Source: an optimization exercise on an open RTL-to-GDS flow (aim: small area). Production flows keep margins and buffers that such runs may drop.
In this exercise RTL edits were held to simulation tests only and were not proved equivalent to the original.
No activity file was given, so power comes from the tool's default toggle rates.

File: flow/flow/run.sh
#!/bin/bash
# The standard layout (the standard.sh: the standard synthesis and the
# ORFS steps from floorplan to finish) with two changes:
#  - the buffers that global placement puts on every input and output port
#    are the platform's smallest buffer, sky130_fd_sc_hd__buf_1, instead of
#    the cell buffer_ports picks by default;
#  - clock tree synthesis adds no dummy loads to the clock tree leaves (the
#    other CTS arguments are the ones cts.tcl builds from config.mk).
# The make output goes to flow_make.log in this folder.
set -euo pipefail
export BUFFER_PORTS_ARGS="-buffer_cell sky130_fd_sc_hd__buf_1"
export CTS_ARGS="-sink_clustering_enable -repair_clock_nets -sink_clustering_size 20 -sink_clustering_max_diameter 50 -buf_list sky130_fd_sc_hd__clkbuf_8 -dont_use_dummy_load"
bash standard.sh finish > flow_make.log 2>&1
File: flow/standard.sh
#!/bin/bash
# synth_recipe.tcl (not shown) runs the flow's synth.tcl, then flattens the netlist and writes it again
# the make line also repeats each setting of config.mk as NAME=value (left out here)
make -C /OpenROAD-flow-scripts/flow DESIGN_CONFIG=/design/flow/config.mk WORK_HOME=/design/flow/orfs CLKGATE_MAP_FILE= SYNTH_SCRIPT=/design/flow/synth_recipe.tcl "${@:-finish}"
File: flow/config.mk
export PLATFORM = sky130hd
export DESIGN_NAME = link_monitor_top
export DESIGN_NICKNAME = link_monitor_top
export VERILOG_FILES = /design/flow/design.v
export SDC_FILE = /design/flow/constraint.sdc
export NUM_CORES = 4
export LEC_CHECK = 0
export CAP_MARGIN = 20
export CORE_MARGIN = 2
export CORE_UTILIZATION = 65
export CTS_BUF_LIST = sky130_fd_sc_hd__clkbuf_8
export CTS_CLUSTER_DIAMETER = 50
export CTS_CLUSTER_SIZE = 20
export SLEW_MARGIN = 20
File: flow/constraint.sdc
create_clock -name core_clock -period 5.0 [get_ports {iol2clk}]
set_input_delay 1.0000 -clock core_clock [delete_from_list [all_inputs] [get_ports {iol2clk}]]
set_output_delay 1.0000 -clock core_clock [all_outputs]
set_load 0.01 [all_outputs]
File: flow/design.v
package link_mon_pkg;
    localparam int NIBBLE_W = 4;
    localparam int PKT_W = 128;
    typedef logic [NIBBLE_W-1:0] nibble_t;
    typedef logic [PKT_W-1:0] packet_t;
    typedef enum logic
    {
        DIR_DOWN = 1'b0,
        DIR_UP   = 1'b1
    } dir_e;
    typedef enum logic [NIBBLE_W-1:0]
    {
        READ_REQ  = 4'b0100,
        WRITE_REQ = 4'b0101,
        IFILL_REQ = 4'b0110
    } dn_cmd_e;
    typedef enum logic [NIBBLE_W-1:0]
    {
        READ_NACK  = 4'b0000,
        READ_ACK   = 4'b0001,
        IFILL_ACK  = 4'b0011,
        IFILL_NACK = 4'b0111,
        INT        = 4'b1000,
        INT_VEC    = 4'b1100
    } up_cmd_e;
    typedef union packed
    {
        dn_cmd_e dn;
        up_cmd_e up;
    } cmd_u;
    typedef struct packed
    {
        logic    vld;
        nibble_t data;
        logic    stall;
    } link_t;
    typedef logic [7:0] stall_cnt_t;
    typedef logic [7:0] abort_cnt_t;
    typedef struct packed
    {
        dir_e       dir;
        cmd_u       cmd;
        logic       cmd_known;
        stall_cnt_t stall_cnt;
        packet_t    packet;
    } report_t;
endpackage
`timescale 1ns/1ns
module nibble_assembler #(
    parameter int NIBBLES = 32
) (
    input  logic                     iol2clk,
    input  logic                     rst_n,
    input  link_mon_pkg::link_t      link,
    input  logic                     take,
    output logic                     pkt_abort,
    output logic                     full,
    output logic                     overflow_pulse,
    output link_mon_pkg::packet_t    entry_pkt_n,
    output link_mon_pkg::stall_cnt_t entry_stall_cnt_n
);
    localparam int PKT_W = NIBBLES * link_mon_pkg::NIBBLE_W;
    localparam int CNT_W = $clog2(NIBBLES + 1);
    localparam logic [CNT_W-1:0] FULL_CNT = CNT_W'(NIBBLES);
    logic [CNT_W-1:0]         beat_cnt;
    logic                     vld_q;
    logic                     stall_q;
    logic                     pkt_done;
    link_mon_pkg::stall_cnt_t stall_acc_n;
    link_mon_pkg::stall_cnt_t stall_base;
    logic [PKT_W-1:0]         pkt_n;
    logic                     accept;
    logic                     pkt_end;
    logic                     stall_rise;
    logic                     load;
    assign accept = link.vld && !link.stall && (beat_cnt < FULL_CNT);
    assign pkt_end = vld_q && !link.vld;
    assign stall_rise = link.vld && link.stall && !stall_q;
    assign stall_base = vld_q ? ~stall_acc_n : '0;
    always_ff @(posedge iol2clk)
    begin
        if (!rst_n)
        begin
            beat_cnt  <= '0;
            vld_q     <= 1'b0;
            stall_q   <= 1'b0;
            pkt_done  <= 1'b0;
            pkt_abort <= 1'b0;
        end
        else
        begin
            vld_q     <= link.vld;
            stall_q   <= link.stall;
            pkt_done  <= pkt_end && (beat_cnt == FULL_CNT);
            pkt_abort <= pkt_end && (beat_cnt != FULL_CNT);
            if (!link.vld)
                beat_cnt <= '0;
            else if (accept)
                beat_cnt <= beat_cnt + 1'b1;
        end
    end
    always_ff @(posedge iol2clk)
    begin
        if (stall_rise && (stall_base != '1))
            stall_acc_n <= ~(stall_base + 1'b1);
        else
            stall_acc_n <= ~stall_base;
    end
    always_ff @(posedge iol2clk)
    begin
        if (accept)
            pkt_n <= {~link.data, pkt_n[PKT_W-1:link_mon_pkg::NIBBLE_W]};
    end
    assign load = pkt_done && (!full || take);
    assign overflow_pulse = pkt_done && full && !take;
    always_ff @(posedge iol2clk)
    begin
        if (!rst_n)
            full <= 1'b0;
        else if (load)
            full <= 1'b1;
        else if (take)
            full <= 1'b0;
    end
    always_ff @(posedge iol2clk)
    begin
        if (load)
        begin
            entry_pkt_n     <= pkt_n;
            entry_stall_cnt_n <= stall_acc_n;
        end
    end
endmodule
`timescale 1ns/1ns
module report_builder (
    input  logic                    dir,
    input  link_mon_pkg::nibble_t   cmd,
    output logic                    cmd_known
);
    always_comb
    begin
        cmd_known = 1'b0;
        if (dir == link_mon_pkg::DIR_DOWN)
        begin
            case (cmd)
                link_mon_pkg::READ_REQ,
                link_mon_pkg::WRITE_REQ,
                link_mon_pkg::IFILL_REQ: cmd_known = 1'b1;
                default:                 cmd_known = 1'b0;
            endcase
        end
        else
        begin
            case (cmd)
                link_mon_pkg::READ_NACK,
                link_mon_pkg::READ_ACK,
                link_mon_pkg::IFILL_ACK,
                link_mon_pkg::IFILL_NACK,
                link_mon_pkg::INT,
                link_mon_pkg::INT_VEC:   cmd_known = 1'b1;
                default:                 cmd_known = 1'b0;
            endcase
        end
    end
endmodule
`timescale 1ns/1ns
module report_ctrl (
    input  logic                     iol2clk,
    input  logic                     rst_n,
    input  link_mon_pkg::packet_t    dn_pkt_n,
    input  link_mon_pkg::stall_cnt_t dn_stall_cnt_n,
    input  logic                     dn_full,
    input  link_mon_pkg::packet_t    up_pkt_n,
    input  link_mon_pkg::stall_cnt_t up_stall_cnt_n,
    input  logic                     up_full,
    input  logic                     dn_overflow_pulse,
    input  logic                     up_overflow_pulse,
    input  logic                     dn_abort,
    input  logic                     up_abort,
    input  logic                     rpt_ack,
    output logic                     dn_take,
    output logic                     up_take,
    output logic                     rpt_req,
    output link_mon_pkg::report_t    rpt,
    output logic                     overflow,
    output link_mon_pkg::abort_cnt_t dn_abort_cnt,
    output link_mon_pkg::abort_cnt_t up_abort_cnt
);
    logic   wait_ack_low;
    logic   take;
    logic   dn_off;
    logic   up_off;
    logic   launch;
    link_mon_pkg::packet_t packet;
    logic   cmd_known;
    function automatic link_mon_pkg::abort_cnt_t sat_inc(input link_mon_pkg::abort_cnt_t v);
        sat_inc = (v == '1) ? v : v + 1'b1;
    endfunction
    assign launch = !rpt_req && !wait_ack_low && !rpt_ack && (dn_full || up_full);
    always_ff @(posedge iol2clk)
    begin
        if (!rst_n)
        begin
            rpt_req      <= 1'b0;
            wait_ack_low <= 1'b0;
            take         <= 1'b0;
        end
        else
        begin
            take <= rpt_req && rpt_ack;
            if (launch)
                rpt_req <= 1'b1;
            else if (rpt_req && rpt_ack)
            begin
                rpt_req      <= 1'b0;
                wait_ack_low <= 1'b1;
            end
            else if (wait_ack_low && !rpt_ack)
                wait_ack_low <= 1'b0;
        end
    end
    always_ff @(posedge iol2clk)
    begin
        if (launch)
        begin
            dn_off <= !dn_full;
            up_off <= dn_full;
        end
    end
    assign dn_take = take && up_off;
    assign up_take = take && dn_off;
    assign packet = ~((dn_pkt_n | {link_mon_pkg::PKT_W{dn_off}}) & (up_pkt_n | {link_mon_pkg::PKT_W{up_off}}));
    report_builder u_cmd (.dir(dn_off), .cmd(packet[link_mon_pkg::NIBBLE_W-1:0]),
                          .cmd_known(cmd_known));
    always_comb
    begin
        rpt.dir       = link_mon_pkg::dir_e'(dn_off);
        rpt.cmd       = packet[link_mon_pkg::NIBBLE_W-1:0];
        rpt.cmd_known = cmd_known;
        rpt.stall_cnt = ~((dn_stall_cnt_n | {8{dn_off}}) & (up_stall_cnt_n | {8{up_off}}));
        rpt.packet    = packet;
    end
    always_ff @(posedge iol2clk)
    begin
        if (!rst_n)
        begin
            overflow     <= 1'b0;
            dn_abort_cnt <= '0;
            up_abort_cnt <= '0;
        end
        else
        begin
            if (dn_overflow_pulse || up_overflow_pulse)
                overflow <= 1'b1;
            if (dn_abort)
                dn_abort_cnt <= sat_inc(dn_abort_cnt);
            if (up_abort)
                up_abort_cnt <= sat_inc(up_abort_cnt);
        end
    end
endmodule
`timescale 1ns/1ns
module link_monitor_top #(
    parameter int NIBBLES = 32
) (
    input  logic                     iol2clk,
    input  logic                     rst_n,
    input  link_mon_pkg::link_t      dn_link,
    input  link_mon_pkg::link_t      up_link,
    input  logic                     rpt_ack,
    output logic                     rpt_req,
    output link_mon_pkg::report_t    rpt,
    output logic                     overflow,
    output link_mon_pkg::abort_cnt_t dn_abort_cnt,
    output link_mon_pkg::abort_cnt_t up_abort_cnt
);
    logic                     dn_pkt_abort;
    link_mon_pkg::packet_t    dn_pkt_n;
    link_mon_pkg::stall_cnt_t dn_stall_cnt_n;
    logic                     dn_full;
    logic                     dn_overflow_pulse;
    logic                     dn_take;
    logic                     up_pkt_abort;
    link_mon_pkg::packet_t    up_pkt_n;
    link_mon_pkg::stall_cnt_t up_stall_cnt_n;
    logic                     up_full;
    logic                     up_overflow_pulse;
    logic                     up_take;
    nibble_assembler #(.NIBBLES(NIBBLES)) u_dn_asm (
        .iol2clk(iol2clk), .rst_n(rst_n), .link(dn_link), .take(dn_take),
        .pkt_abort(dn_pkt_abort), .full(dn_full), .overflow_pulse(dn_overflow_pulse),
        .entry_pkt_n(dn_pkt_n), .entry_stall_cnt_n(dn_stall_cnt_n)
    );
    nibble_assembler #(.NIBBLES(NIBBLES)) u_up_asm (
        .iol2clk(iol2clk), .rst_n(rst_n), .link(up_link), .take(up_take),
        .pkt_abort(up_pkt_abort), .full(up_full), .overflow_pulse(up_overflow_pulse),
        .entry_pkt_n(up_pkt_n), .entry_stall_cnt_n(up_stall_cnt_n)
    );
    report_ctrl u_ctrl (
        .iol2clk(iol2clk), .rst_n(rst_n),
        .dn_pkt_n(dn_pkt_n), .dn_stall_cnt_n(dn_stall_cnt_n), .dn_full(dn_full),
        .up_pkt_n(up_pkt_n), .up_stall_cnt_n(up_stall_cnt_n), .up_full(up_full),
        .dn_overflow_pulse(dn_overflow_pulse), .up_overflow_pulse(up_overflow_pulse),
        .dn_abort(dn_pkt_abort), .up_abort(up_pkt_abort),
        .rpt_ack(rpt_ack), .dn_take(dn_take), .up_take(up_take),
        .rpt_req(rpt_req), .rpt(rpt), .overflow(overflow),
        .dn_abort_cnt(dn_abort_cnt), .up_abort_cnt(up_abort_cnt)
    );
endmodule
==> run_results.csv, run 1 <==
group,metric,value,unit
outcome,outcome,"timing/DRC/antenna clean",
setup_path,timing.rr.end,"u_up_asm.entry_pkt_n[6]",
synth,yosys_warnings,3,
clock_tree,cts_max_level,2,
route,via_per_inst,5.84,
floorplan,die_w,177,µm
layout,diodes,0,
global_routing,grt_pass1_wl,47900,µm
clock_tree,cts.path.max_buffers,3,
route,wire_per_inst,20.6,µm
global_routing,grt_max_degree,135,
clock_tree,clk_pin_slew,0.10,ns
route,num_vias,9034,
route,met3_length,1860,µm
synth,syn-cell-area,19500,µm²
synth,synth_top_area_share,81.5,%
setup_path,max_stage_delay,0.99,ns
sta,rsz0062_at_grt,"false",
sta,fmax,271,MHz
clock_tree,clk_latency,0.57,ns
sta,relSlewSlack,35.8,%
synth,syn_nets,996,
clock_tree,clock_sinks,588,
route,wl,32000,µm
setup_path,path_max_fanout,115,
setup_path,cp-start-kind,"flop",
setup_path,cp_slowest_cell,"edfxtp_1",
worst_hold_path,hold_path_class,"flop to flop",
worst_hold_path,whs_path_depth,0,
synth,yosysSeqAreaShare,87.5,%
sta,hold_viol,0,
synth,synth.distinct_cells,43,
setup_path,r2r_setup_slack,2.14,ns
layout,fin_area,21200,µm²
setup_path,reg2reg_depth,3,
route,drtAntennaViolNets,0,
clock_tree,root_buffer,"clkbuf_8",
floorplan,io_pins,175,
floorplan,die_area,31400,µm²
global_routing,grt_pass1_vias,8571,
floorplan,core,29600,µm²
pwr,peakVddDrop,0.285,mV
setup_path,crit_arrival,2.69,ns
sta,finalSetupViolations,0,
route,wl_met2,14900,µm
setup_path,critPathCaptureType,"output pin",
pwr,p_leak,6.64,nW
sta,worstMarginPinSlew,0.962,ns
placement,placed_cell_area,20700,µm²
setup_path,critPathKind,"flop to output pin",
route,drt_iter0_drc,586,
synth,synth_area_leaders,"edfxtp_1 (82%), dfxtp_1 (5.9%), o22ai_1 (4.4%), xnor2_1 (0.90%), nor2_1 (0.52%)",
sta,maxSlewViolCount,0,
route,wl_met1,14600,µm
layout,drive_gt1_share,5.35,%
worst_hold_path,whs_endpoint,"u_up_asm.entry_pkt_n[2]",
synth,syn_avg_cell_area,20.1,µm²
layout,fin_nets,1183,
route,dr.pass1.iters,5,
floorplan,die_h,177,µm
floorplan,row_count,63,
sta,post-route-period-util,73.8,%
synth,yosysTopAreaCell,"edfxtp_1",
synth,syn_inst,973,
setup_path,path_cells,"buf_12, o22ai_1, buf_1",
placement,dpl.hpwl,17400,µm
clock_tree,tritoncts,"yes",
layout,utilization,71.7,%
placement,gp_congestion,0.759,
layout,syn_to_final_growth,8.83,%
setup_path,r2r_start,"u_ctrl.dn_off",
floorplan,start_util,65.9,%
placement,numPortBuffers,174,
sta,layout_min_cycle_time,3.69,ns
route,route.detailed.drc,0,
global_routing,antenna_found_initial,0,
clock_tree,ctsResizeCount,0,
sta,holdWs,0.410,ns
global_routing,grt_overflow,0,
global_routing,grt_use_total,20.1,%
worst_hold_path,holdCritStartpoint,"u_up_asm.pkt_n[2]",
sta,fin_worst_skew,0.0412,ns
pwr,power_density,358,nW/µm²
setup_path,worstPathRequired,4.00,ns
job,cap_viol_max_count,0,
route,top_layer,"met4",
synth,ys_ff_latch,588,
clock_tree,ctsHoldBuffers,0,
clock_tree,numCtsBuffers,42,
clock_tree,post-cts-setup-buffer-count,0,
## synthesized netlist by cell type
cell	count
nand2_1	15
ha_1	8
a211oi_4	1
o2111ai_1	2
clkbuf_1	20
nand3_1	6
a21boi_1	1
nand3b_1	4
a21oi_1	8
o211a_1	3
nor4_4	1
xnor2_1	20
nor3_1	1
and2_1	8
or4b_4	1
mux2_2	1
nand2b_1	8
and4_1	8
nand4_1	6
a31oi_1	6
o31ai_1	2
nor3b_1	3
dfxtp_1	58
and3_1	3
o22ai_1	136
mux2i_1	5
o211ai_1	4
nor4_1	4
buf_2	4
a21oi_2	2
nor2b_1	14
buf_1	10
nor3b_2	2
and4bb_1	3
o21a_1	2
o21ai_1	7
inv_1	15
nor2_1	27
a221oi_1	1
buf_4	6
edfxtp_1	530
xor2_1	6
and4bb_2	1
## registers in the layout, indices dropped and copies added, names as in the netlist, 6 cells and up
| register | count |
|---|---|
| u_dn_asm.beat_cnt | 6 |
| u_ctrl.up_abort_cnt | 8 |
| u_up_asm.entry_stall_cnt_n | 8 |
| u_ctrl.dn_abort_cnt | 8 |
| u_up_asm.beat_cnt | 6 |
| u_dn_asm.entry_stall_cnt_n | 8 |
| u_up_asm.stall_acc_n | 8 |
| u_dn_asm.stall_acc_n | 8 |
| u_up_asm.pkt_n | 128 |
| u_dn_asm.pkt_n | 128 |
| u_dn_asm.entry_pkt_n | 128 |
| u_up_asm.entry_pkt_n | 128 |
## worst max path at each step
| stage | startpoint | endpoint | slack, ns | cells after the start |
|---|---|---|---|---|
| after floorplan | dn_link[5] | u_dn_asm.beat_cnt[3] | -0.13 | 4 |
| after global placement | u_ctrl.up_off | rpt[136] | 1.97 | 6 |
| after detailed placement | u_ctrl.up_off | rpt[136] | 1.92 | 6 |
| after CTS | u_ctrl.up_off | rpt[136] | 1.31 | 6 |
| after global routing | u_ctrl.up_off | rpt[136] | 1.23 | 6 |
| final | u_ctrl.dn_off | rpt[100] | 1.31 | 3 |
## cell usage in the layout (no fill, tap or decap), drive strengths merged, types with 7 or more instances in the layout
master    n
nand2    15
clkbuf   42
xnor2    20
nor2     27
and2      8
dfxtp    58
buf     183
and4      8
edfxtp  530
nor2b    14
ha        8
a21oi    10
inv      15
o21ai     7
nand2b    8
o22ai   136
## layer usage
layer | vias to the layer above | GRT usage, %
met1 | 4537 | 30.4
met5 | - | 0
li1 | 4197 | -
met2 | 255 | 31.0
met3 | 45 | 3.71
met4 | 0 | 5.16
## logic make-up (layout without fill, tap and decap cells)
group                      after synthesis  in the layout  synth area share, %
AOI/OAI and AO/OA                      175            175                 5.76
xor gates and xnor gates                26             26                 1.17
adders and majority gates                8              8                0.513
buffers and inverters                   55            240                 1.20
DFF                                    588            588                 87.5
muxes                                    6              6                0.314
and+or+nand+nor                        115            115                 3.56
## critical path, delay by kind of cell (launching register included)
kind | cells | cell delay (ns)
compound gates | 1 | 0.30
flops | 1 | 0.99
buf+inv | 2 | 0.64
## layout make-up
cell class                      count  area, µm²
Tap cell                          390        488
Clock buffer                       42        578
Fill cell                        1848       8400
Multi-Input combinational cell    330       2240
Inverter                           15       56.3
Sequential cell                   588      17100
Timing Repair Buffer              183        808
## metrics by stage
step	setup TNS (ns)	instances	worst slack, ns	total power, mW
after global routing	0	1548	1.23	7.85
after global placement	0	1506	1.97	5.65
after CTS	0	1548	1.31	7.67
after detailed placement	0	1506	1.92	5.66
after floorplan	-0.534	973	-0.133	5.62
final	0	1548	1.31	7.60
## report_power, final
group	total [mW]	internal (mW)	switching (mW)
sequential	5.47	5.42	0.0451
combinational	0.0781	0.0172	0.0608
clock	2.05	0.757	1.30
==> inputs of run 2 (changes only) <==
==> flow/config.mk (replaced) <==
export PLATFORM = sky130hd
export DESIGN_NAME = link_monitor_top
export DESIGN_NICKNAME = link_monitor_top
export VERILOG_FILES = /design/flow/design.v
export SDC_FILE = /design/flow/constraint.sdc
export NUM_CORES = 4
export LEC_CHECK = 0
export CAP_MARGIN = 0
export CORE_MARGIN = 2
export CORE_UTILIZATION = 65
export SLEW_MARGIN = 0
==> run_results.csv, run 2 <==
group,metric,value,unit
worst_hold_path,whs_path_depth,0,
layout,final_common_cell,"edfxtp_1",
pwr,p_int,6.20,mW
clock_tree,ctsHoldBuffers,0,
layout,utilization,71.7,%
sta,maxSlewViolCount,0,
synth,yosysSeqAreaShare,87.5,%
setup_path,r2r_start,"u_ctrl.dn_off",
synth,synth.distinct_cells,43,
setup_path,critPathKind,"flop to output pin",
global_routing,grt_use_total,20.1,%
worst_hold_path,hold_path_class,"flop to flop",
synth,yosys.area_share.simple,3.56,%
clock_tree,root_buffer,"clkbuf_8",
clock_tree,post-cts-setup-buffer-count,0,
synth,synth-compound-area-share,5.76,%
placement,gp_congestion,0.759,
route,wl,32000,µm
route,dr.pass1.iters,5,
floorplan,die_area,31400,µm²
clock_tree,cts_max_level,2,
pwr,power_density,358,nW/µm²
floorplan,io_pins,175,
clock_tree,tritoncts,"yes",
synth,synth_flop_cell,"edfxtp_1",
pwr,seq_power_share,71.9,%
sta,worstMarginPinSlew,0.962,ns
setup_path,path_max_fanout,115,
synth,synthMuxAreaShare,0.314,%
global_routing,grt_max_degree,135,
layout,drive_gt1_share,5.35,%
pwr,peakVddDrop,0.285,mV
setup_path,crit_arrival,2.69,ns
global_routing,grt_overflow,0,
outcome,outcome,"timing/DRC/antenna clean",
route,drt_iter0_drc,586,
setup_path,crit_start,"u_ctrl.dn_off",
route,wire_per_inst,20.6,µm
clock_tree,clk_pin_slew,0.10,ns
sta,fmax,271,MHz
synth,syn_nets,996,
synth,syn_inst,973,
synth,syn_avg_cell_area,20.1,µm²
pwr,clockPowerShare,27.0,%
setup_path,worstPathRequired,4.00,ns
clock_tree,cts.path.max_buffers,3,
synth,yosys-top-cells-count,"edfxtp_1 (530), o22ai_1 (136), dfxtp_1 (58), nor2_1 (27)",
worst_hold_path,holdCritStartpoint,"u_up_asm.pkt_n[2]",
layout,diodes,0,
clock_tree,ctsResizeCount,0,
synth,yosysTopAreaCell,"edfxtp_1",
sta,hold_viol,0,
setup_path,reg2reg_depth,3,
placement,numPortBuffers,174,
setup_path,cp-start-kind,"flop",
synth,synth_area_leaders,"edfxtp_1 (82%), dfxtp_1 (5.9%), o22ai_1 (4.4%), xnor2_1 (0.90%), nor2_1 (0.52%)",
floorplan,start_util,65.9,%
synth,synth_top_area_share,81.5,%
synth,synth_top_family_by_area,"compound AO/OA/AOI/OAI gates",
sta,holdWs,0.410,ns
floorplan,die_w,177,µm
route,via_per_inst,5.84,
pwr,p_leak,6.64,nW
global_routing,antenna_found_initial,0,
synth,synthAdderAreaFrac,0.513,%
layout,fin_nets,1183,
layout,fill_cells,1848,
pwr,netSwitchingPower,1.40,mW
synth,yosysMostFrequentCell,"edfxtp_1",
pwr,combinationalPowerShare,1.0,%
sta,finalSetupViolations,0,
clock_tree,clock_sinks,588,
synth,synth_edf_count,530,
synth,synthXorXnorAreaFrac,1.17,%
route,num_vias,9034,
synth,syn-cell-area,19500,µm²
floorplan,core,29600,µm²
route,drtAntennaViolNets,0,
floorplan,die_h,177,µm
sta,rsz0062_at_grt,"false",
pwr,p_sw_share,18.5,%
clock_tree,numCtsBuffers,42,
synth,ys_ff_latch,588,
sta,layout_min_cycle_time,3.69,ns
placement,dpl.hpwl,17400,µm
layout,syn_to_final_growth,8.83,%
clock_tree,clk_latency,0.57,ns
sta,post-route-period-util,73.8,%
synth,yosys_warnings,3,
job,cap_viol_max_count,0,
sta,relSlewSlack,35.8,%
setup_path,critPathCaptureType,"output pin",
route,route.detailed.drc,0,
global_routing,grt_pass1_wl,47900,µm
layout,most-common-layout-cells,"edfxtp_1 (530), buf_1 (174), o22ai_1 (136)",
global_routing,grt_pass1_vias,8571,
sta,fin_worst_skew,0.0412,ns
floorplan,row_count,63,
synth,synthArstFlopShare,0,%
-- run 2: cell counts in the layout (fill, tap and decap cells not counted) --
Identical to the previous run, type by type.
-- run 2: cells by family (layout without fill, tap and decap cells) --
| logic type | count (synthesis) | in the layout |
|---|---|---|
| DFF | 588 | 588 |
| AOI/OAI and AO/OA | 175 | 175 |
| and+or+nand+nor | 115 | 115 |
| buffers and inverters | 55 | 240 |
| xor gates and xnor gates | 26 | 26 |
| adders and majority gates | 8 | 8 |
| muxes | 6 | 6 |
-- run 2: per-stage QoR --
step	instances	setup slack [ns]	setup TNS, ns	power [mW]	cell area [µm²]
3_5_place_dp	1506	1.92	0	5.66	20700
2_1_floorplan	973	-0.133	-0.534	5.62	19500
5_1_grt	1548	1.23	0	7.85	21200
3_3_place_gp	1506	1.97	0	5.65	20700
6_report	1548	1.31	0	7.60	21200
4_1_cts	1548	1.31	0	7.67	21200
-- run 2: layout make-up --
type,instances,area (µm²),area share [%]
Multi-Input combinational cell,330,2240,10.5
Inverter,15,56.3,0.265
Sequential cell,588,17100,80.4
Timing Repair Buffer,183,808,3.80
Tap cell,390,488,2.30
Clock buffer,42,578,2.72
-- run 2: power by group through the flow --
stage                     Combinational, mW  Clock, mW  Sequential (mW)
after floorplan                      0.0503          0             5.57
after global placement               0.0805          0             5.57
after detailed placement             0.0812          0             5.58
after CTS                            0.0810       2.12             5.47
after global routing                 0.0879       2.29             5.48
final                                0.0781       2.05             5.47
-- run 2: final timing paths --
| kind | slack [ns] | to |
|---|---|---|
| worst min-delay path | 0.41 | u_up_asm.entry_pkt_n[2] |
| worst max register to register | 2.14 | u_up_asm.entry_pkt_n[6] |
| worst max-delay path | 1.31 | rpt[100] |
| worst min register to register | 0.41 | u_up_asm.entry_pkt_n[2] |
-- run 2: worst max-delay path: stages (launching register included) --
cell,delay (ns)
edfxtp_1,0.99
buf_12,0.44
o22ai_1,0.30
buf_1,0.20
-- run 2: per-layer routing --
| layer | global-route usage, % | share of wire, % | vias to the layer above |
|---|---|---|---|
| li1 | - | - | 4197 |
| met1 | 30.4 | 46 | 4537 |
| met2 | 31.0 | 47 | 255 |
| met3 | 3.71 | 5.8 | 45 |
| met4 | 5.16 | 1.9 | 0 |
| met5 | 0 | 0 | - |
==> inputs of run 3 (changes only) <==
--- a/flow/config.mk
+++ b/flow/config.mk
@@ -5,7 +5,7 @@
 export SDC_FILE = /design/flow/constraint.sdc
 export NUM_CORES = 4
 export LEC_CHECK = 0
-export CAP_MARGIN = 0
+export CAP_MARGIN = 20
 export CORE_MARGIN = 2
-export CORE_UTILIZATION = 65
-export SLEW_MARGIN = 0
+export CORE_UTILIZATION = 75
+export SLEW_MARGIN = 20
==> run_results.csv, run 3 <==
group,metric,value,unit
clock_tree,clk_pin_slew,0.09,ns
synth,ys_ff_latch,588,
synth,yosys_warnings,3,
sta,hold_viol,0,
pwr,peakVddDrop,0.313,mV
route,wl,31600,µm
layout,fill_cells,1287,
floorplan,io_pins,175,
synth,syn_avg_cell_area,20.1,µm²
synth,yosysTopAreaCell,"edfxtp_1",
floorplan,die_w,165,µm
sta,relSlewSlack,34.0,%
clock_tree,root_buffer,"clkbuf_8",
route,drt_iter0_drc,874,
setup_path,reg2reg_depth,4,
floorplan,die_h,165,µm
sta,setup_tns,0,ns
global_routing,grt_max_degree,137,
layout,syn_to_final_growth,8.30,%
sta,finalSetupViolations,0,
sta,post-route-period-util,62.8,%
floorplan,row_count,59,
synth,yosysMostFrequentCell,"edfxtp_1",
synth,yosysSeqAreaShare,87.5,%
sta,fin_worst_skew,0.0448,ns
route,wire_per_inst,21.1,µm
route,route.detailed.drc,0,
placement,gp_congestion,0.784,
route,via_per_inst,6.12,
synth,syn-cell-area,19500,µm²
synth,synth_edf_count,530,
setup_path,crit_arrival,2.14,ns
clock_tree,clk_latency,0.57,ns
pwr,power_density,355,nW/µm²
synth,yosys-top-cells-count,"edfxtp_1 (530), o22ai_1 (136), dfxtp_1 (58), nor2_1 (27)",
layout,fin_nets,1185,
placement,numPortBuffers,174,
job,cap_viol_max_count,0,
clock_tree,ctsResizeCount,0,
clock_tree,ctsHoldBuffers,0,
setup_path,path_max_fanout,132,
layout,final_common_cell,"edfxtp_1",
sta,rsz0062_at_grt,"false",
synth,syn_inst,973,
synth,synthArstFlopShare,0,%
outcome,outcome,"timing/DRC/antenna clean",
global_routing,grt_overflow,0,
sta,layout_min_cycle_time,3.14,ns
placement,dpl.hpwl,18000,µm
route,num_vias,9146,
layout,diodes,0,
floorplan,die_area,27300,µm²
global_routing,grt_pass1_wl,46800,µm
synth,synth_top_area_share,81.5,%
sta,worstMarginPinSlew,0.990,ns
setup_path,timing.rr.end,"u_up_asm.entry_pkt_n[18]",
clock_tree,numCtsBuffers,38,
synth,syn_nets,996,
route,top_layer,"met4",
global_routing,grt_use_total,22.9,%
synth,synth.distinct_cells,43,
clock_tree,cts_max_level,2,
layout,drive_gt1_share,5.52,%
setup_path,critPathCaptureType,"output pin",
setup_path,crit_path_end,"rpt[98]",
pwr,p_leak,6.63,nW
synth,synth_flop_cell,"edfxtp_1",
route,wl_met1,13600,µm
worst_hold_path,hold_path_class,"flop to flop",
setup_path,crit_start,"u_ctrl.up_off",
setup_path,r2r_start,"u_ctrl.dn_off",
placement,placed_cell_area,20600,µm²
route,drtAntennaViolNets,0,
clock_tree,cts.path.max_buffers,3,
synth,synth_area_leaders,"edfxtp_1 (82%), dfxtp_1 (5.9%), o22ai_1 (4.4%), xnor2_1 (0.90%), nor2_1 (0.52%)",
sta,maxSlewViolCount,0,
floorplan,core,25800,µm²
setup_path,cp-start-kind,"flop",
route,dr.pass1.iters,6,
route,met3_length,2210,µm
sta,fmax,319,MHz
layout,fin_area,21100,µm²
floorplan,start_util,75.5,%
clock_tree,clock_sinks,588,
layout,most-common-layout-cells,"edfxtp_1 (530), buf_1 (174), o22ai_1 (136)",
setup_path,worstPathRequired,4.00,ns
route,wl_met2,15200,µm
setup_path,r2r_setup_slack,2.29,ns
setup_path,critPathKind,"flop to output pin",
global_routing,antenna_found_initial,0,
clock_tree,tritoncts,"yes",
clock_tree,post-cts-setup-buffer-count,0,
global_routing,grt_pass1_vias,8647,
==> run 3: report_power, final <==
group / switching (mW) / internal, mW / leakage (nW)
Combinational: 0.0609 / 0.0167 / 1.01
Clock: 1.26 / 0.689 / 0.273
Sequential: 0.0463 / 5.42 / 5.35
Total: 1.37 / 6.13 / 6.63
==> run 3: kinds of logic after synthesis <==
| logic type | Yosys count | synth area share, % |
|---|---|---|
| muxes | 6 | 0.314 |
| buffers and inverters | 55 | 1.20 |
| AOI/OAI and AO/OA | 175 | 5.76 |
| adders and majority gates | 8 | 0.513 |
| DFF | 588 | 87.5 |
| and+or+nand+nor | 115 | 3.56 |
| xor gates and xnor gates | 26 | 1.17 |
==> run 3: how the worst min path moves through the flow <==
| stage | slack [ns] | cells past startpoint | end | start |
|---|---|---|---|---|
| 5_1_grt | 0.44 | 0 | u_up_asm.entry_pkt_n[0] | u_up_asm.pkt_n[0] |
| 3_3_place_gp | 0.40 | 0 | u_dn_asm.entry_pkt_n[0] | u_dn_asm.pkt_n[0] |
| 4_1_cts | 0.43 | 0 | u_dn_asm.entry_pkt_n[2] | u_dn_asm.pkt_n[2] |
| 3_5_place_dp | 0.41 | 0 | u_dn_asm.entry_pkt_n[2] | u_dn_asm.pkt_n[2] |
| 2_1_floorplan | 0.40 | 0 | u_dn_asm.entry_pkt_n[0] | u_dn_asm.pkt_n[0] |
| 6_report | 0.43 | 0 | u_dn_asm.entry_pkt_n[2] | u_dn_asm.pkt_n[2] |
==> run 3: layout make-up <==
cell class / instances / area (µm²) / area share (%)
well taps: 335 / 419 / 1.98
multi-input cells: 330 / 2240 / 10.6
repair buffers: 189 / 828 / 3.92
flip-flops and latches: 588 / 17100 / 80.8
inverters: 15 / 56.3 / 0.266
clock buffers: 38 / 523 / 2.47
==> run 3: stage by stage <==
stage / total power, mW / hold WS [ns] / cells / util, % / worst slack (ns)
after CTS: 7.54 / 0.426 / 1495 / 81.8 / 1.84
after detailed placement: 5.66 / 0.406 / 1457 / 79.8 / 2.18
final: 7.50 / 0.425 / 1495 / 81.8 / 1.86
after floorplan: 5.62 / 0.400 / 973 / - / -0.133
after global routing: 7.71 / 0.436 / 1495 / 81.8 / 1.75
after global placement: 5.65 / 0.402 / 1457 / 79.8 / 2.24
==> run 3: worst max-delay path, stage by stage, from the launching register on <==
cell,delay (ns)
edfxtp_1,0.53
buf_12,0.50
o22ai_1,0.24
buf_1,0.19
==> run 3: routing by layer <==
metal	global-route usage, %	vias to the layer above
met5	0	-
met3	4.75	46
met2	36.1	333
met4	6.35	0
met1	33.7	4567
li1	-	4200
==> inputs of run 4 (changes only) <==
--- a/flow/flow/run.sh
+++ b/flow/flow/run.sh
@@ -9,5 +9,5 @@
 # The make output goes to flow_make.log in this folder.
 set -euo pipefail
 export BUFFER_PORTS_ARGS="-buffer_cell sky130_fd_sc_hd__buf_1"
-export CTS_ARGS="-sink_clustering_enable -repair_clock_nets -sink_clustering_size 20 -sink_clustering_max_diameter 50 -buf_list sky130_fd_sc_hd__clkbuf_8 -dont_use_dummy_load"
+export CTS_ARGS="-sink_clustering_enable -repair_clock_nets -sink_clustering_size 40 -sink_clustering_max_diameter 60 -buf_list sky130_fd_sc_hd__clkbuf_16 -dont_use_dummy_load"
 bash standard.sh finish > flow_make.log 2>&1
==> run_results.csv, run 4 <==
group,metric,value,unit
floorplan,die_w,165,µm
sta,rsz0062_at_grt,"false",
clock_tree,ctsResizeCount,0,
route,route.detailed.drc,0,
synth,synthXorXnorAreaFrac,1.17,%
synth,synth_area_leaders,"edfxtp_1 (82%), dfxtp_1 (5.9%), o22ai_1 (4.4%), xnor2_1 (0.90%), nor2_1 (0.52%)",
layout,drive_gt1_share,4.94,%
pwr,power_density,372,nW/µm²
sta,hold_viol,0,
global_routing,grt_use_total,24.0,%
route,via_per_inst,6.23,
layout,fin_area,21400,µm²
synth,synthArstFlopShare,0,%
synth,synthMuxAreaShare,0.314,%
synth,synth_flop_cell,"edfxtp_1",
route,drt_iter0_drc,944,
clock_tree,clk_latency,0.58,ns
worst_hold_path,hold_path_class,"flop to flop",
outcome,outcome,"timing/DRC/antenna clean",
floorplan,die_h,165,µm
job,cap_viol_max_count,0,
sta,setup_tns,0,ns
clock_tree,numCtsBuffers,31,
clock_tree,tritoncts,"yes",
layout,syn_to_final_growth,9.60,%
synth,synth_top_area_share,81.5,%
layout,most-common-layout-cells,"edfxtp_1 (530), buf_1 (174), o22ai_1 (136)",
sta,fmax,311,MHz
pwr,netSwitchingPower,1.41,mW
setup_path,reg2reg_depth,4,
layout,fin_nets,1178,
sta,maxSlewViolCount,0,
route,num_vias,9267,
sta,fin_worst_skew,0.0467,ns
layout,utilization,82.8,%
route,dr.pass1.iters,5,
synth,syn-cell-area,19500,µm²
placement,numPortBuffers,174,
route,drtAntennaViolNets,0,
clock_tree,root_buffer,"clkbuf_16",
sta,post-route-period-util,64.4,%
floorplan,die_area,27300,µm²
global_routing,antenna_found_initial,0,
floorplan,start_util,75.5,%
pwr,clockPowerShare,30.2,%
synth,synth_top_family_by_area,"compound AO/OA/AOI/OAI gates",
layout,diodes,0,
placement,placed_cell_area,20600,µm²
sta,relSlewSlack,35.0,%
floorplan,core,25800,µm²
clock_tree,clock_sinks,588,
layout,final_common_cell,"edfxtp_1",
clock_tree,cts.path.max_buffers,3,
synth,yosys-top-cells-count,"edfxtp_1 (530), o22ai_1 (136), dfxtp_1 (58), nor2_1 (27)",
synth,synth_edf_count,530,
placement,gp_congestion,0.784,
setup_path,timing.rr.end,"u_up_asm.entry_pkt_n[26]",
sta,finalSetupViolations,0,
pwr,seq_power_share,68.8,%
route,wl,33000,µm
pwr,p_int,6.54,mW
setup_path,cp-start-kind,"flop",
synth,yosysTopAreaCell,"edfxtp_1",
synth,yosys.area_share.simple,3.56,%
route,wire_per_inst,22.2,µm
clock_tree,cts_max_level,1,
setup_path,worstPathRequired,4.00,ns
synth,syn_inst,973,
pwr,total_power,7.95,mW
global_routing,grt_pass1_wl,48900,µm
synth,syn_nets,996,
setup_path,critPathKind,"flop to output pin",
synth,ys_ff_latch,588,
worst_hold_path,holdCritStartpoint,"u_up_asm.pkt_n[66]",
global_routing,grt_overflow,0,
synth,yosys_warnings,3,
floorplan,row_count,59,
synth,yosysMostFrequentCell,"edfxtp_1",
sta,worstMarginPinSlew,0.976,ns
pwr,p_leak,6.74,nW
clock_tree,ctsHoldBuffers,0,
global_routing,grt_pass1_vias,8819,
synth,syn_avg_cell_area,20.1,µm²
synth,synth.distinct_cells,43,
synth,synth-compound-area-share,5.76,%
pwr,peakVddDrop,0.457,mV
setup_path,r2r_start,"u_ctrl.dn_off",
placement,dpl.hpwl,18000,µm
synth,yosysSeqAreaShare,87.5,%
floorplan,io_pins,175,
setup_path,critPathCaptureType,"output pin",
setup_path,r2r_setup_slack,2.21,ns
sta,layout_min_cycle_time,3.22,ns
clock_tree,clk_pin_slew,0.11,ns
clock_tree,post-cts-setup-buffer-count,0,
synth,synthAdderAreaFrac,0.513,%
setup_path,crit_arrival,2.22,ns
worst_hold_path,whs_path_depth,0,
setup_path,path_max_fanout,132,
pwr,combinationalPowerShare,1.0,%
global_routing,grt_max_degree,137,
worst_hold_path,whs_endpoint,"u_up_asm.pkt_n[62]",
pwr,p_sw_share,17.8,%
-- run 4: cell types whose count changed in the layout (fill, tap and decap cells not counted), sizes merged --
| cell | before | now |
|---|---|---|
| clkbuf | 38 | 31 |
-- run 4: logic make-up (layout without fill, tap and decap cells) --
group	count (synthesis)	count (layout)
fa+ha+maj	8	8
mux	6	6
buf+inv	55	235
flops	588	588
xor+xnor	26	26
compound gates	175	175
simple gates	115	115
-- run 4: how the worst max path moves through the flow --
stage / start / to / slack, ns / cells past startpoint
finish: u_ctrl.up_off / rpt[111] / 1.78 / 3
global route: u_ctrl.dn_off / rpt[136] / 1.71 / 4
CTS: u_ctrl.dn_off / rpt[136] / 1.79 / 4
detailed placement: u_ctrl.dn_off / u_up_asm.entry_pkt_n[30] / 2.18 / 4
global placement: u_ctrl.dn_off / u_up_asm.entry_pkt_n[19] / 2.24 / 4
floorplan: dn_link[5] / u_dn_asm.beat_cnt[3] / -0.13 / 4
-- run 4: metrics by stage --
stage	hold slack [ns]	setup WS (ns)	instances
3_3_place_gp	0.402	2.24	1457
2_1_floorplan	0.400	-0.133	973
6_report	0.418	1.78	1488
3_5_place_dp	0.406	2.18	1457
5_1_grt	0.432	1.71	1488
4_1_cts	0.419	1.79	1488
-- run 4: final cells by class --
cell class | instances | area (µm²)
Sequential cell | 588 | 17100
Fill cell | 1213 | 4450
Inverter | 15 | 56.3
Clock buffer | 31 | 776
Timing Repair Buffer | 189 | 828
Multi-Input combinational cell | 330 | 2240
Tap cell | 335 | 419
-- run 4: metal layers --
layer,up-vias,track usage (%),wire (µm)
met1,4662,34.7,13600
met5,-,0,0
li1,4199,-,-
met2,364,40.3,16600
met4,0,4.98,538
met3,42,3.52,2230
-- run 4: worst max-delay path, stage by stage (launching register included) --
cell and delay, ns:
edfxtp_1 0.52, buf_12 0.26, o22ai_1 0.41, buf_1 0.22
-- run 4: power groups by stage --
stage	registers [mW]	logic (mW)	clock network, mW
global placement	5.57	0.0780	0
floorplan	5.57	0.0503	0
finish	5.47	0.0780	2.40
CTS	5.47	0.0801	2.44
detailed placement	5.58	0.0802	0
global route	5.48	0.0871	2.60
==> inputs of run 5 (changes only) <==
--- a/flow/flow/run.sh
+++ b/flow/flow/run.sh
@@ -9,5 +9,5 @@
 # The make output goes to flow_make.log in this folder.
 set -euo pipefail
 export BUFFER_PORTS_ARGS="-buffer_cell sky130_fd_sc_hd__buf_1"
-export CTS_ARGS="-sink_clustering_enable -repair_clock_nets -sink_clustering_size 40 -sink_clustering_max_diameter 60 -buf_list sky130_fd_sc_hd__clkbuf_16 -dont_use_dummy_load"
+export CTS_ARGS="-sink_clustering_enable -repair_clock_nets -sink_clustering_size 12 -sink_clustering_max_diameter 30 -buf_list sky130_fd_sc_hd__clkbuf_4 -dont_use_dummy_load"
 bash standard.sh finish > flow_make.log 2>&1
--- a/flow/config.mk
+++ b/flow/config.mk
@@ -7,5 +7,5 @@
 export LEC_CHECK = 0
 export CAP_MARGIN = 20
 export CORE_MARGIN = 2
-export CORE_UTILIZATION = 75
+export CORE_UTILIZATION = 65
 export SLEW_MARGIN = 20
==> run_results.csv, run 5 <==
group,metric,value,unit
outcome,outcome,"timing/DRC/antenna clean",
clock_tree,root_buffer,"clkbuf_4",
synth,yosysTopAreaCell,"edfxtp_1",
route,dr.pass1.iters,5,
floorplan,io_pins,175,
floorplan,core,29600,µm²
placement,numPortBuffers,174,
setup_path,reg2reg_depth,3,
synth,synth_edf_count,530,
sta,setup_slack,1.24,ns
worst_hold_path,hold_path_class,"flop to flop",
pwr,power_density,364,nW/µm²
route,route.detailed.drc,0,
pwr,peakVddDrop,0.221,mV
layout,utilization,72.0,%
synth,ys_ff_latch,588,
route,drtAntennaViolNets,0,
clock_tree,clk_pin_slew,0.10,ns
synth,yosys-top-cells-count,"edfxtp_1 (530), o22ai_1 (136), dfxtp_1 (58), nor2_1 (27)",
synth,synthArstFlopShare,0,%
sta,post-route-period-util,75.2,%
sta,setup_tns,0,ns
layout,drive_gt1_share,9.12,%
job,cap_viol_max_count,0,
setup_path,worstPathRequired,4.00,ns
floorplan,row_count,63,
setup_path,critPathCaptureType,"output pin",
layout,fill_cells,1874,
global_routing,grt_pass1_wl,49100,µm
sta,rsz0062_at_grt,"false",
placement,dpl.hpwl,17400,µm
clock_tree,post-cts-setup-buffer-count,0,
setup_path,crit_start,"u_ctrl.dn_off",
setup_path,crit_path_end,"rpt[82]",
setup_path,critPathKind,"flop to output pin",
setup_path,r2r_setup_slack,2.13,ns
layout,fin_nets,1231,
setup_path,r2r_start,"u_ctrl.dn_off",
sta,worstMarginPinSlew,0.948,ns
floorplan,die_h,177,µm
sta,fmax,266,MHz
sta,holdWs,0.391,ns
route,wire_per_inst,20.4,µm
setup_path,timing.rr.end,"u_up_asm.entry_pkt_n[34]",
synth,syn-cell-area,19500,µm²
layout,most-common-layout-cells,"edfxtp_1 (530), buf_1 (174), o22ai_1 (136)",
sta,hold_viol,0,
pwr,p_leak,6.75,nW
route,wl,32600,µm
placement,pre_cts_ws,1.92,ns
setup_path,crit_arrival,2.76,ns
clock_tree,tritoncts,"yes",
route,num_vias,9344,
global_routing,grt_max_degree,135,
route,via_per_inst,5.85,
placement,gp_congestion,0.759,
setup_path,cp-start-kind,"flop",
synth,yosysMostFrequentCell,"edfxtp_1",
synth,synth_area_leaders,"edfxtp_1 (82%), dfxtp_1 (5.9%), o22ai_1 (4.4%), xnor2_1 (0.90%), nor2_1 (0.52%)",
sta,layout_min_cycle_time,3.76,ns
route,drt_iter0_drc,653,
synth,syn_inst,973,
clock_tree,clk_latency,0.72,ns
pwr,total_power,7.76,mW
floorplan,die_area,31400,µm²
setup_path,path_max_fanout,115,
clock_tree,cts.path.max_buffers,3,
layout,final_common_cell,"edfxtp_1",
synth,synth_flop_cell,"edfxtp_1",
synth,synth.distinct_cells,43,
global_routing,grt_use_total,20.7,%
clock_tree,ctsHoldBuffers,0,
synth,synth_top_area_share,81.5,%
sta,fin_worst_skew,0.0613,ns
clock_tree,cts_max_level,3,
clock_tree,clock_sinks,588,
floorplan,die_w,177,µm
synth,syn_avg_cell_area,20.1,µm²
sta,maxSlewViolCount,0,
layout,syn_to_final_growth,9.35,%
synth,yosys_warnings,3,
global_routing,antenna_found_initial,1,
sta,finalSetupViolations,0,
clock_tree,numCtsBuffers,90,
synth,yosysSeqAreaShare,87.5,%
floorplan,start_util,65.9,%
sta,relSlewSlack,36.8,%
clock_tree,ctsResizeCount,0,
global_routing,grt_pass1_vias,8992,
global_routing,grt_overflow,0,
synth,syn_nets,996,
## run 5: per-layer routing
metal	vias to the layer above	wire [µm]	GRT usage [%]
met5	-	0	0
met4	0	439	5.94
met3	47	2290	5.42
met2	319	15300	31.0
met1	4653	14600	30.9
li1	4325	-	-
## run 5: how the worst min path moves through the flow
| stage | from | end | cells after the start | slack, ns |
|---|---|---|---|---|
| after floorplan | u_dn_asm.pkt_n[0] | u_dn_asm.entry_pkt_n[0] | 0 | 0.40 |
| after detailed placement | u_dn_asm.pkt_n[1] | u_dn_asm.entry_pkt_n[1] | 0 | 0.41 |
| after CTS | u_dn_asm.pkt_n[90] | u_dn_asm.pkt_n[86] | 0 | 0.40 |
| after global placement | u_up_asm.pkt_n[2] | u_up_asm.entry_pkt_n[2] | 0 | 0.40 |
| final | u_up_asm.pkt_n[3] | u_up_asm.entry_pkt_n[3] | 0 | 0.39 |
| after global routing | u_dn_asm.pkt_n[90] | u_dn_asm.pkt_n[86] | 0 | 0.41 |
## run 5: layout make-up
type | instances | area (µm²) | area share, %
flip-flops and latches | 588 | 17100 | 80.0
multi-input cells | 330 | 2240 | 10.5
repair buffers | 183 | 808 | 3.79
clock buffers | 90 | 676 | 3.17
well taps | 390 | 488 | 2.29
inverters | 15 | 56.3 | 0.264
diodes | 1 | 2.50 | 0.0117
## run 5: where the power goes
group / switching, mW / internal [mW] / total [mW]
combinational: 0.0609 / 0.0172 / 0.0781
sequential: 0.0455 / 5.43 / 5.47
clock: 1.39 / 0.825 / 2.21
total: 1.49 / 6.27 / 7.76
## run 5: stage by stage
| step | instance area (µm²) | cells |
|---|---|---|
| floorplan | 19500 | 973 |
| global placement | 20700 | 1506 |
| detailed placement | 20700 | 1506 |
| CTS | 21300 | 1596 |
| global route | 21300 | 1597 |
| finish | 21300 | 1597 |
## run 5: kinds of logic (layout without fill, tap and decap cells)
kind of cell	count (synthesis)	in the layout	share of synthesized area (%)
AO/OA/AOI/OAI	175	175	5.76
AND/OR/NAND/NOR	115	115	3.56
flip-flops	588	588	87.5
multiplexers	6	6	0.314
adder cells (fa/ha/maj)	8	8	0.513
XOR/XNOR	26	26	1.17
buffers and inverters	55	288	1.20
other	0	1	0
## run 5: worst max-delay path: stages (launching register included)
cell	delay [ns]
edfxtp_1	0.97
buf_12	0.48
o22ai_1	0.28
buf_1	0.19
==> inputs of run 6 (changes only) <==
--- a/flow/flow/run.sh
+++ b/flow/flow/run.sh
@@ -9,5 +9,5 @@
 # The make output goes to flow_make.log in this folder.
 set -euo pipefail
 export BUFFER_PORTS_ARGS="-buffer_cell sky130_fd_sc_hd__buf_1"
-export CTS_ARGS="-sink_clustering_enable -repair_clock_nets -sink_clustering_size 12 -sink_clustering_max_diameter 30 -buf_list sky130_fd_sc_hd__clkbuf_4 -dont_use_dummy_load"
+export CTS_ARGS="-sink_clustering_enable -repair_clock_nets -sink_clustering_size 16 -sink_clustering_max_diameter 40 -buf_list sky130_fd_sc_hd__clkbuf_8 -dont_use_dummy_load"
 bash standard.sh finish > flow_make.log 2>&1
--- a/flow/config.mk
+++ b/flow/config.mk
@@ -7,5 +7,5 @@
 export LEC_CHECK = 0
 export CAP_MARGIN = 20
 export CORE_MARGIN = 2
-export CORE_UTILIZATION = 65
+export CORE_UTILIZATION = 80
 export SLEW_MARGIN = 20
==> run_results.csv, run 6 <==
group,metric,value,unit
outcome,outcome,"timing/DRC/antenna clean",
layout,final-seq-area,17100,µm²
synth,syn_inst,973,
job,cap_viol_max_count,0,
synth,yosys-top-cells-count,"edfxtp_1 (530), o22ai_1 (136), dfxtp_1 (58), nor2_1 (27)",
global_routing,grt_pass1_vias,9646,
synth,syn_avg_cell_area,20.1,µm²
clock_tree,ctsResizeCount,0,
synth,synth_edf_count,530,
synth,ys_ff_latch,588,
floorplan,core,24100,µm²
synth,synth_area_leaders,"edfxtp_1 (82%), dfxtp_1 (5.9%), o22ai_1 (4.4%), xnor2_1 (0.90%), nor2_1 (0.52%)",
setup_path,crit_start,"u_ctrl.up_off",
layout,multi_input_area,2240,µm²
clock_tree,root_buffer,"clkbuf_8",
sta,post-route-period-util,65.7,%
synth,syn-cell-area,19500,µm²
synth,yosysMostFrequentCell,"edfxtp_1",
layout,most-common-layout-cells,"edfxtp_1 (530), buf_1 (174), o22ai_1 (136)",
setup_path,worstPathRequired,4.00,ns
sta,worstMarginPinSlew,1.02,ns
layout,syn_to_final_growth,8.97,%
pwr,total_power,7.78,mW
route,drtAntennaViolNets,0,
clock_tree,tritoncts,"yes",
floorplan,die_w,160,µm
worst_hold_path,whs_path_depth,0,
synth,synthArstFlopShare,0,%
clock_tree,clk_latency,0.58,ns
global_routing,grt_overflow,0,
synth,yosysSeqAreaShare,87.5,%
setup_path,critPathCaptureType,"output pin",
route,via_per_inst,6.54,
setup_path,timing.rr.end,"u_dn_asm.entry_pkt_n[85]",
setup_path,r2r_start,"u_ctrl.up_off",
global_routing,grt_use_total,29.1,%
clock_tree,clock_sinks,588,
layout,drive_gt1_share,6.24,%
clock_tree,numCtsBuffers,49,
route,num_vias,9759,
setup_path,crit_arrival,2.29,ns
sta,rsz0062_at_grt,"false",
floorplan,die_h,160,µm
floorplan,row_count,57,
placement,dpl.hpwl,20900,µm
placement,numPortBuffers,174,
floorplan,start_util,81.0,%
setup_path,crit_path_end,"rpt[94]",
clock_tree,post-cts-setup-buffer-count,0,
clock_tree,cts_max_level,2,
sta,finalSetupViolations,0,
placement,gp_congestion,0.769,
setup_path,cp-start-kind,"flop",
layout,final_common_cell,"edfxtp_1",
pwr,p_leak,6.70,nW
route,route.detailed.drc,0,
setup_path,path_max_fanout,64,
route,wire_per_inst,24.9,µm
worst_hold_path,holdCritStartpoint,"u_up_asm.pkt_n[0]",
clock_tree,ctsHoldBuffers,0,
route,drt_iter0_drc,1070,
global_routing,grt_pass1_wl,55500,µm
pwr,power_density,366,nW/µm²
sta,holdWs,0.407,ns
layout,diodes,0,
synth,yosys_warnings,3,
floorplan,io_pins,175,
sta,maxSlewViolCount,0,
pwr,peakVddDrop,0.308,mV
synth,synth_flop_cell,"edfxtp_1",
floorplan,die_area,25700,µm²
setup_path,reg2reg_depth,4,
sta,layout_min_cycle_time,3.29,ns
clock_tree,clk_pin_slew,0.09,ns
synth,syn_nets,996,
route,wl,37200,µm
synth,synth_top_area_share,81.5,%
setup_path,critPathKind,"flop to output pin",
worst_hold_path,hold_path_class,"flop to flop",
synth,yosysTopAreaCell,"edfxtp_1",
sta,fin_worst_skew,0.0587,ns
global_routing,grt_max_degree,135,
route,dr.pass1.iters,12,
setup_path,r2r_setup_slack,1.82,ns
synth,synth.distinct_cells,43,
sta,hold_viol,0,
layout,fill_cells,914,
layout,fin_nets,1194,
clock_tree,cts.path.max_buffers,3,
sta,relSlewSlack,31.7,%
sta,fmax,304,MHz
global_routing,antenna_found_initial,0,
run 6: metal layers:
| metal | vias to the layer above | wire, µm | global-route usage, % |
|---|---|---|---|
| met5 | - | 0 | 0 |
| met4 | 0 | 1240 | 9.42 |
| met3 | 93 | 2890 | 3.92 |
| met2 | 591 | 19500 | 50.9 |
| met1 | 4853 | 13600 | 39.3 |
| li1 | 4222 | - | - |
run 6: report_power, final:
part	total (mW)	leakage [nW]	switching (mW)	internal, mW
clock network	2.22	0.352	1.35	0.877
registers	5.48	5.35	0.0545	5.42
logic	0.0817	1.00	0.0634	0.0184
total	7.78	6.70	1.46	6.32
run 6: final cells by class:
class                   count  area share, %
well taps                 324           1.91
clock buffers              49           3.17
repair buffers            187           3.86
inverters                  15          0.265
flip-flops and latches    588           80.3
multi-input cells         330           10.5
run 6: critical path, cell delays in order (launching register included):
cell and delay [ns]:
edfxtp_1 0.51, buf_4 0.67, o22ai_1 0.30, buf_1 0.21
run 6: cell families after synthesis:
logic type,after synthesis,share of synthesized area (%)
simple gates,115,3.56
flops,588,87.5
compound gates,175,5.76
mux,6,0.314
buf+inv,55,1.20
xor+xnor,26,1.17
fa+ha+maj,8,0.513
run 6: worst min-delay path by stage:
| stage | end |
|---|---|
| floorplan | u_dn_asm.entry_pkt_n[0] |
| global placement | u_up_asm.entry_pkt_n[0] |
| detailed placement | u_up_asm.entry_pkt_n[1] |
| CTS | u_up_asm.entry_pkt_n[0] |
| global route | u_up_asm.entry_pkt_n[0] |
| finish | u_up_asm.entry_pkt_n[0] |
run 6: metrics by stage:
| stage | utilization (%) | instances | TNS, ns | setup WS, ns | instance area [µm²] |
|---|---|---|---|---|---|
| after floorplan | - | 973 | -0.534 | -0.133 | 19500 |
| after global placement | 85.4 | 1443 | 0 | 1.91 | 20600 |
| after detailed placement | 85.4 | 1443 | 0 | 1.79 | 20600 |
| after CTS | 88.2 | 1492 | 0 | 1.20 | 21300 |
| after global routing | 88.2 | 1493 | 0 | 1.65 | 21300 |
| final | 88.2 | 1493 | 0 | 1.71 | 21300 |
==> inputs of run 7 (changes only) <==
==> flow/flow/run.sh (replaced) <==
#!/bin/bash
# The standard layout (the standard.sh: the standard synthesis and the
# ORFS steps from floorplan to finish) with these changes:
#  - the buffers that global placement puts on every input and output port
#    are the platform's smallest buffer, sky130_fd_sc_hd__buf_1, instead of
#    the cell buffer_ports picks by default;
#  - clock tree synthesis adds no dummy loads to the clock tree leaves (the
#    other CTS arguments are the ones cts.tcl would build from config.mk);
#  - after global routing, ORFS's power recovery (repair_timing
#    -recover_power) downsizes gates on paths with slack to spare, and the
#    resizer may pick cells of any footprint.
# The make output goes to flow_make.log in this folder.
set -euo pipefail
export BUFFER_PORTS_ARGS="-buffer_cell sky130_fd_sc_hd__buf_1"
export CTS_ARGS="-sink_clustering_enable -repair_clock_nets -sink_clustering_size 20 -sink_clustering_max_diameter 50 -buf_list sky130_fd_sc_hd__clkbuf_8 -dont_use_dummy_load"
export RECOVER_POWER=100
bash standard.sh MATCH_CELL_FOOTPRINT=0 finish > flow_make.log 2>&1
--- a/flow/config.mk
+++ b/flow/config.mk
@@ -7,5 +7,8 @@
 export LEC_CHECK = 0
 export CAP_MARGIN = 20
 export CORE_MARGIN = 2
-export CORE_UTILIZATION = 80
+export CORE_UTILIZATION = 65
+export CTS_BUF_LIST = sky130_fd_sc_hd__clkbuf_8
+export CTS_CLUSTER_DIAMETER = 50
+export CTS_CLUSTER_SIZE = 20
 export SLEW_MARGIN = 20
==> run_results.csv, run 7 <==
group,metric,value,unit
outcome,outcome,"finished with violations",
outcome,violations,"capacitance limit, slew limit",
setup_path,crit_arrival,4.10,ns
sta,finalSetupViolations,0,
setup_path,worstPathRequired,5.13,ns
setup_path,crit_start,"u_ctrl.dn_off",
setup_path,timing.rr.end,"u_up_asm.entry_pkt_n[74]",
synth,synthXorXnorAreaFrac,1.17,%
clock_tree,cts_max_level,2,
layout,diodes,0,
global_routing,grt_pass1_vias,8571,
pwr,total_power,7.60,mW
pwr,p_leak,6.61,nW
floorplan,core,29600,µm²
clock_tree,post-cts-setup-buffer-count,0,
setup_path,reg2reg_depth,3,
synth,synthArstFlopShare,0,%
synth,yosysSeqAreaShare,87.5,%
placement,dpl.hpwl,17400,µm
placement,gp_congestion,0.759,
layout,fill_cells,1857,
floorplan,die_area,31400,µm²
setup_path,cp_slowest_cell,"clkbuf_1",
route,route.detailed.drc,0,
synth,yosysTopAreaCell,"edfxtp_1",
synth,synth.distinct_cells,43,
clock_tree,clock_sinks,588,
synth,synth_edf_count,530,
worst_hold_path,hold_path_class,"flop to flop",
sta,relSlewSlack,-116,%
setup_path,crit_buf_inv,1,
synth,synth_area_leaders,"edfxtp_1 (82%), dfxtp_1 (5.9%), o22ai_1 (4.4%), xnor2_1 (0.90%), nor2_1 (0.52%)",
synth,synthAdderAreaFrac,0.513,%
synth,synth_flop_cell,"edfxtp_1",
setup_path,max_stage_delay,1.44,ns
clock_tree,clk_pin_slew,0.10,ns
floorplan,start_util,65.9,%
setup_path,critPathCaptureType,"flop",
worst_hold_path,holdCritStartpoint,"u_up_asm.pkt_n[2]",
route,drt_iter0_drc,585,
layout,syn_to_final_growth,8.30,%
synth,syn-cell-area,19500,µm²
route,wl_met1,14500,µm
placement,pre_cts_ws,1.92,ns
job,cap_viol_max_count,5,
layout,final_common_cell,"edfxtp_1",
layout,fin_area,21100,µm²
synth,yosys.area_share.simple,3.56,%
sta,fin_worst_skew,0.0415,ns
sta,worstMarginPinSlew,3.24,ns
setup_path,path_max_fanout,33,
clock_tree,numCtsBuffers,42,
route,dr.pass1.iters,7,
pwr,power_density,360,nW/µm²
route,via_per_inst,5.83,
clock_tree,cts.path.max_buffers,3,
placement,numPortBuffers,174,
route,wl_met2,15000,µm
route,num_vias,9025,
synth,synthMuxAreaShare,0.314,%
layout,most-common-layout-cells,"edfxtp_1 (530), buf_1 (174), o22ai_1 (136)",
global_routing,grt_use_total,20.1,%
layout,fin_nets,1183,
placement,placed_cell_area,20700,µm²
setup_path,r2r_start,"u_ctrl.dn_off",
sta,fmax,252,MHz
synth,synth_top_area_share,81.5,%
setup_path,path_cells,"a21boi_0, nor2b_4, clkbuf_1",
synth,syn_nets,996,
synth,yosys-top-cells-count,"edfxtp_1 (530), o22ai_1 (136), dfxtp_1 (58), nor2_1 (27)",
clock_tree,clk_latency,0.57,ns
setup_path,critPathKind,"flop to flop",
global_routing,grt_overflow,0,
global_routing,grt_max_degree,135,
clock_tree,root_buffer,"clkbuf_8",
pwr,peakVddDrop,0.285,mV
clock_tree,ctsHoldBuffers,0,
synth,syn_avg_cell_area,20.1,µm²
synth,yosysMostFrequentCell,"edfxtp_1",
floorplan,row_count,63,
clock_tree,ctsResizeCount,0,
worst_hold_path,whs_path_depth,0,
route,wire_per_inst,20.6,µm
worst_hold_path,whs_endpoint,"u_up_asm.entry_pkt_n[2]",
floorplan,io_pins,175,
global_routing,antenna_found_initial,0,
setup_path,r2r_setup_slack,1.03,ns
sta,maxSlewViolCount,275,
floorplan,die_h,177,µm
sta,setup_slack,1.03,ns
route,wl,31900,µm
global_routing,grt_pass1_wl,47900,µm
synth,yosys_warnings,3,
route,drtAntennaViolNets,0,
route,top_layer,"met4",
setup_path,cp-start-kind,"flop",
synth,synth-compound-area-share,5.76,%
sta,layout_min_cycle_time,3.97,ns
clock_tree,tritoncts,"yes",
synth,synth_top_family_by_area,"compound AO/OA/AOI/OAI gates",
synth,ys_ff_latch,588,
synth,syn_inst,973,
setup_path,path_delay_family,"buffers and inverters",
layout,drive_gt1_share,4.49,%
route,met3_length,1810,µm
sta,post-route-period-util,79.4,%
floorplan,die_w,177,µm
sta,hold_viol,0,
sta,rsz0062_at_grt,"false",
-- run 7: routing by layer --
metal | global-route usage [%] | up-vias
met2 | 31.0 | 260
li1 | - | 4198
met1 | 30.4 | 4524
met4 | 5.16 | 0
met3 | 3.71 | 43
met5 | 0 | -
-- run 7: how the worst max path moves through the flow --
stage	to	slack (ns)	cells after the start
global placement	rpt[136]	1.97	6
CTS	rpt[136]	1.31	6
global route	u_up_asm.entry_pkt_n[66]	0.65	3
floorplan	u_dn_asm.beat_cnt[3]	-0.13	4
finish	u_up_asm.entry_pkt_n[74]	1.03	3
detailed placement	rpt[136]	1.92	6
-- run 7: cell type report --
type | count | area (µm²) | share of cell area, %
Sequential cell | 588 | 17100 | 80.8
Timing Repair Buffer | 183 | 754 | 3.57
Tap cell | 390 | 488 | 2.31
Multi-Input combinational cell | 330 | 2190 | 10.3
Clock buffer | 42 | 578 | 2.73
Inverter | 15 | 56.3 | 0.266
-- run 7: worst register-to-register path, delay by kind of cell, from the launching register on --
family,cells,cell delay [ns]
buffers and inverters,1,1.46
flip-flops,1,0.98
AND/OR/NAND/NOR,1,0.67
AO/OA/AOI/OAI,1,0.44
-- run 7: where the power goes --
part	switching, mW	internal [mW]
registers	0.0450	5.43
logic	0.0596	0.0144
clock network	1.30	0.757
total	1.41	6.20
-- run 7: cell families after synthesis --
logic type | Yosys count
compound gates | 175
xor+xnor | 26
buf+inv | 55
mux | 6
simple gates | 115
flops | 588
fa+ha+maj | 8
-- run 7: per-stage QoR --
stage / setup TNS [ns] / hold WS, ns / cells / utilization (%)
floorplan: -0.534 / 0.400 / 973 / -
global placement: 0 / 0.402 / 1506 / 69.7
detailed placement: 0 / 0.406 / 1506 / 69.7
CTS: 0 / 0.405 / 1548 / 71.7
global route: 0 / 0.404 / 1548 / 71.3
finish: 0 / 0.411 / 1548 / 71.3

## static timing again, ports no longer ideal
The results above use ideal ports. As a check the final layouts listed here were re-extracted and re-timed, cells and wires unchanged.
Step 1 assumes that a clkbuf_16 drives the clock port and a buf_2 every other input.
Step 2 adds t to the input delays and takes it off the output delays; t is the mean of the earliest and latest rising clock arrival at the registers after step 1. Input paths then give back, and output paths get back, about the clock's delay inside the block.
Three values: ideal ports, drivers, drivers and shift; two values: the first two.
| run | t (ns) | slack for setup (ns) | worst register clock-pin slew, ns |
|---|---|---|---|
| run 1 | 0.603 | 1.308 / 1.257 / 1.861 | 0.11 / 0.11 |
| run 2 | 0.603 | 1.308 / 1.257 / 1.861 | 0.11 / 0.11 |
| run 3 | 0.593 | 1.861 / 1.814 / 2.286 | 0.11 / 0.11 |
| run 4 | 0.607 | 1.780 / 1.730 / 2.208 | 0.11 / 0.11 |
| run 5 | 0.725 | 1.241 / 1.197 / 1.922 | 0.11 / 0.11 |
| run 6 | 0.598 | 1.714 / 1.673 / 1.823 | 0.10 / 0.10 |
| run 7 | 0.605 | 1.029 / 1.029 / 0.562 | 0.11 / 0.11 |
For run 7, which loses most, drivers alone change the setup slack by 0.000 ns; drivers and shift together by -0.467 ns.
